This design comes from an exercise in tuning for small area on the open sky130 flow, not from production work.
The RTL was checked by simulation tests, not by an equivalence proof against the original design.
Power figures rest on the tool's default switching activity, not on a simulated workload.

==> flow/design.v <==
package reg_file_pkg;
  localparam int unsigned NUM_REGS     = 32;
  localparam int unsigned REG_ADDR_W   = 5;
  localparam logic [4:0]  ZERO_REG     = 5'd0;
  localparam int unsigned WR_COUNT_W   = 8;
  localparam logic [7:0]  WR_COUNT_MAX = 8'd255;
  typedef logic [REG_ADDR_W-1:0] reg_addr_t;
endpackage
module Decoder #(
  parameter int unsigned IN_W  = 5,
  parameter int unsigned OUT_W = 32
) (
  input  logic [IN_W-1:0]  i_addr,
  output logic [OUT_W-1:0] o_onehot
);
  always_comb begin
    o_onehot = '0;
    for (int unsigned i = 0; i < OUT_W; i++) begin
      if (i_addr == IN_W'(i)) o_onehot[i] = 1'b1;
    end
  end
endmodule
module RowNext (
  input  logic i_q,
  input  logic i_data,
  input  logic i_keep,
  input  logic i_load,
  output logic o_d
);
  assign o_d = (i_q & i_keep) | (i_data & i_load);
endmodule
module ReadTerm3 (
  input  logic [2:0] i_data,
  input  logic [2:0] i_sel,
  output logic       o_n
);
  assign o_n = ~|(i_data & i_sel);
endmodule
module ReadTerm2 (
  input  logic [1:0] i_data,
  input  logic [1:0] i_sel,
  output logic       o_n
);
  assign o_n = ~|(i_data & i_sel);
endmodule
module ReadBit (
  input  logic [31:0] i_data,
  input  logic [31:0] i_sel,
  output logic        o_bit
);
  logic [10:0] w_grp_n;
  for (genvar g = 0; g < 10; g++) begin : g_grp
    ReadTerm3 u_term (.i_data(i_data[3*g +: 3]), .i_sel(i_sel[3*g +: 3]), .o_n(w_grp_n[g]));
  end
  ReadTerm2 u_term2 (.i_data(i_data[31:30]), .i_sel(i_sel[31:30]), .o_n(w_grp_n[10]));
  assign o_bit = ~&w_grp_n;
endmodule
import reg_file_pkg::*;
module register_file
#(
  parameter int unsigned WORD   = 32,
  parameter bit          BYPASS = 1'b1
) (
  input  logic                  clk,
  input  logic                  rst_n,
  input  logic                  we,
  input  logic [REG_ADDR_W-1:0] waddr,
  input  logic [WORD-1:0]       wdata,
  input  logic [REG_ADDR_W-1:0] raddr_a,
  input  logic [REG_ADDR_W-1:0] raddr_b,
  output logic [WORD-1:0]       rdata_a,
  output logic [WORD-1:0]       rdata_b,
  output logic [WR_COUNT_W-1:0] wr_count
);
  logic [NUM_REGS-1:0]   w_dec;
  logic [NUM_REGS-1:0]   a_dec;
  logic [NUM_REGS-1:0]   b_dec;
  logic [NUM_REGS-1:0]   w_load;
  logic [NUM_REGS-1:0]   w_row;
  logic [WORD-1:0]       w_data;
  logic [WORD-1:0]       r_regs [1:NUM_REGS-1];
  logic [WORD-1:0]       w_next [1:NUM_REGS-1];
  logic [WR_COUNT_W-1:0] r_wr_count;
  logic                  w_wen;
  logic                  hit_a, hit_b;
  logic [NUM_REGS-1:0]   sel_a, sel_b;
  logic [NUM_REGS-1:0]   col_a [WORD];
  logic [NUM_REGS-1:0]   col_b [WORD];
  Decoder #(.IN_W(REG_ADDR_W), .OUT_W(NUM_REGS)) u_wdec (.i_addr(waddr),   .o_onehot(w_dec));
  Decoder #(.IN_W(REG_ADDR_W), .OUT_W(NUM_REGS)) u_adec (.i_addr(raddr_a), .o_onehot(a_dec));
  Decoder #(.IN_W(REG_ADDR_W), .OUT_W(NUM_REGS)) u_bdec (.i_addr(raddr_b), .o_onehot(b_dec));
  assign w_wen  = we && (waddr != ZERO_REG);
  assign w_load = w_dec & {NUM_REGS{we}} & {{(NUM_REGS-1){1'b1}}, 1'b0};
  assign w_row  = w_load | {NUM_REGS{~rst_n}};
  assign w_data = wdata & {WORD{rst_n}};
  for (genvar i = 1; i < NUM_REGS; i++) begin : g_row
    for (genvar k = 0; k < WORD; k++) begin : g_bit
      RowNext u_next (
        .i_q    (r_regs[i][k]),
        .i_data (w_data[k]),
        .i_keep (~w_row[i]),
        .i_load (w_row[i]),
        .o_d    (w_next[i][k])
      );
    end
  end
  always_ff @(posedge clk) begin
    for (int unsigned i = 1; i < NUM_REGS; i++) r_regs[i] <= w_next[i];
  end
  always_ff @(posedge clk) begin
    if (!rst_n)                                          r_wr_count <= '0;
    else if ((|w_load) && (r_wr_count != WR_COUNT_MAX)) r_wr_count <= r_wr_count + 1'b1;
  end
  assign hit_a = BYPASS && w_wen && (waddr == raddr_a);
  assign hit_b = BYPASS && w_wen && (waddr == raddr_b);
  assign sel_a = {a_dec[NUM_REGS-1:1] & ~(w_load[NUM_REGS-1:1] & {(NUM_REGS-1){BYPASS}}), hit_a};
  assign sel_b = {b_dec[NUM_REGS-1:1] & ~(w_load[NUM_REGS-1:1] & {(NUM_REGS-1){BYPASS}}), hit_b};
  for (genvar k = 0; k < WORD; k++) begin : g_bit
    always_comb begin
      col_a[k][0] = wdata[k];
      col_b[k][0] = wdata[k];
      for (int unsigned i = 1; i < NUM_REGS; i++) begin
        col_a[k][i] = r_regs[i][k];
        col_b[k][i] = r_regs[i][k];
      end
    end
    ReadBit u_rd_a (.i_data(col_a[k]), .i_sel(sel_a), .o_bit(rdata_a[k]));
    ReadBit u_rd_b (.i_data(col_b[k]), .i_sel(sel_b), .o_bit(rdata_b[k]));
  end
  assign wr_count = r_wr_count;
endmodule
==> flow/config.mk <==
export PLATFORM = sky130hd
export DESIGN_NAME = register_file
export DESIGN_NICKNAME = register_file
export VERILOG_FILES = /design/flow/design.v
export SDC_FILE = /design/flow/constraint.sdc
export NUM_CORES = 4
export LEC_CHECK = 0
export CAP_MARGIN = 20
export CORE_MARGIN = 2
export CORE_UTILIZATION = 45
export PLACE_DENSITY = 0.6
export SLEW_MARGIN = 20
export SYNTH_HIERARCHICAL = 1
export SYNTH_MINIMUM_KEEP_SIZE = 0
==> flow/constraint.sdc <==
create_clock -name core_clock -period 8.0 [get_ports {clk}]
set_input_delay 1.6000 -clock core_clock [delete_from_list [all_inputs] [get_ports {clk}]]
set_output_delay 1.6000 -clock core_clock [all_outputs]
set_load 0.01 [all_outputs]
standard.sh (not shown) runs the stock make flow with config.mk's settings and CLKGATE_MAP_FILE= SYNTH_SCRIPT=/design/flow/synth_recipe.tcl, a recipe that flattens the netlist after the stock synthesis.
==> flow/flow/run.sh <==
#!/bin/bash
# Standard layout, with small port buffers and a clock tree without dummy loads.
export BUFFER_PORTS_ARGS="-buffer_cell sky130_fd_sc_hd__buf_1"
export CTS_ARGS="-sink_clustering_enable -repair_clock_nets -dont_use_dummy_load -buf_list sky130_fd_sc_hd__clkbuf_16 -sink_clustering_size 24 -sink_clustering_max_diameter 80"
bash standard.sh > standard.log 2>&1
Rerun with:
==> flow/flow/run.sh (replaced) <==
#!/bin/bash
# Standard layout, with small port buffers and a clock tree without dummy loads.
cp standard.sh standard.sh.txt
export BUFFER_PORTS_ARGS="-buffer_cell sky130_fd_sc_hd__buf_1"
export CTS_ARGS="-sink_clustering_enable -repair_clock_nets -dont_use_dummy_load -buf_list sky130_fd_sc_hd__clkbuf_16 -sink_clustering_size 24 -sink_clustering_max_diameter 80"
bash standard.sh > standard.log 2>&1
Effect: Register-to-register slack is about the same. Total power is unchanged. Worst setup slack stays the same. First-iteration DRC count does not change. Global-route usage does not change. Synthesized area is unchanged. Combinational power stays flat. Utilization stays the same. Maximum frequency stays the same. Count of clock-buffer cells in the layout is unchanged. Routed wire length does not change.

==> static timing again, ports no longer ideal <==
The results above use ideal ports. As a check the final layouts listed here were re-extracted and re-timed, cells and wires unchanged.
Step 1 assumes that a clkbuf_16 drives the clock port and a buf_2 every other input.
Step 2 also shifts input and output timing later by t, the mid clock arrival at the registers, as if the neighbouring blocks saw the same clock.
Three values: no drivers, after step 1, after step 2; two values: the first two.
run | t (ns) | setup WS [ns] | hold slack, ns | worst setup path at the end | worst register clock-pin slew, ns
the first run | 0.718 | 0.938 / 0.907 / 0.907 | 0.500 / 0.500 / 0.500 | input to output | 0.11 / 0.11
the second run | 0.718 | 0.938 / 0.907 / 0.907 | 0.500 / 0.500 / 0.500 | input to output | 0.11 / 0.11
After both steps setup and hold are still met in every run listed.
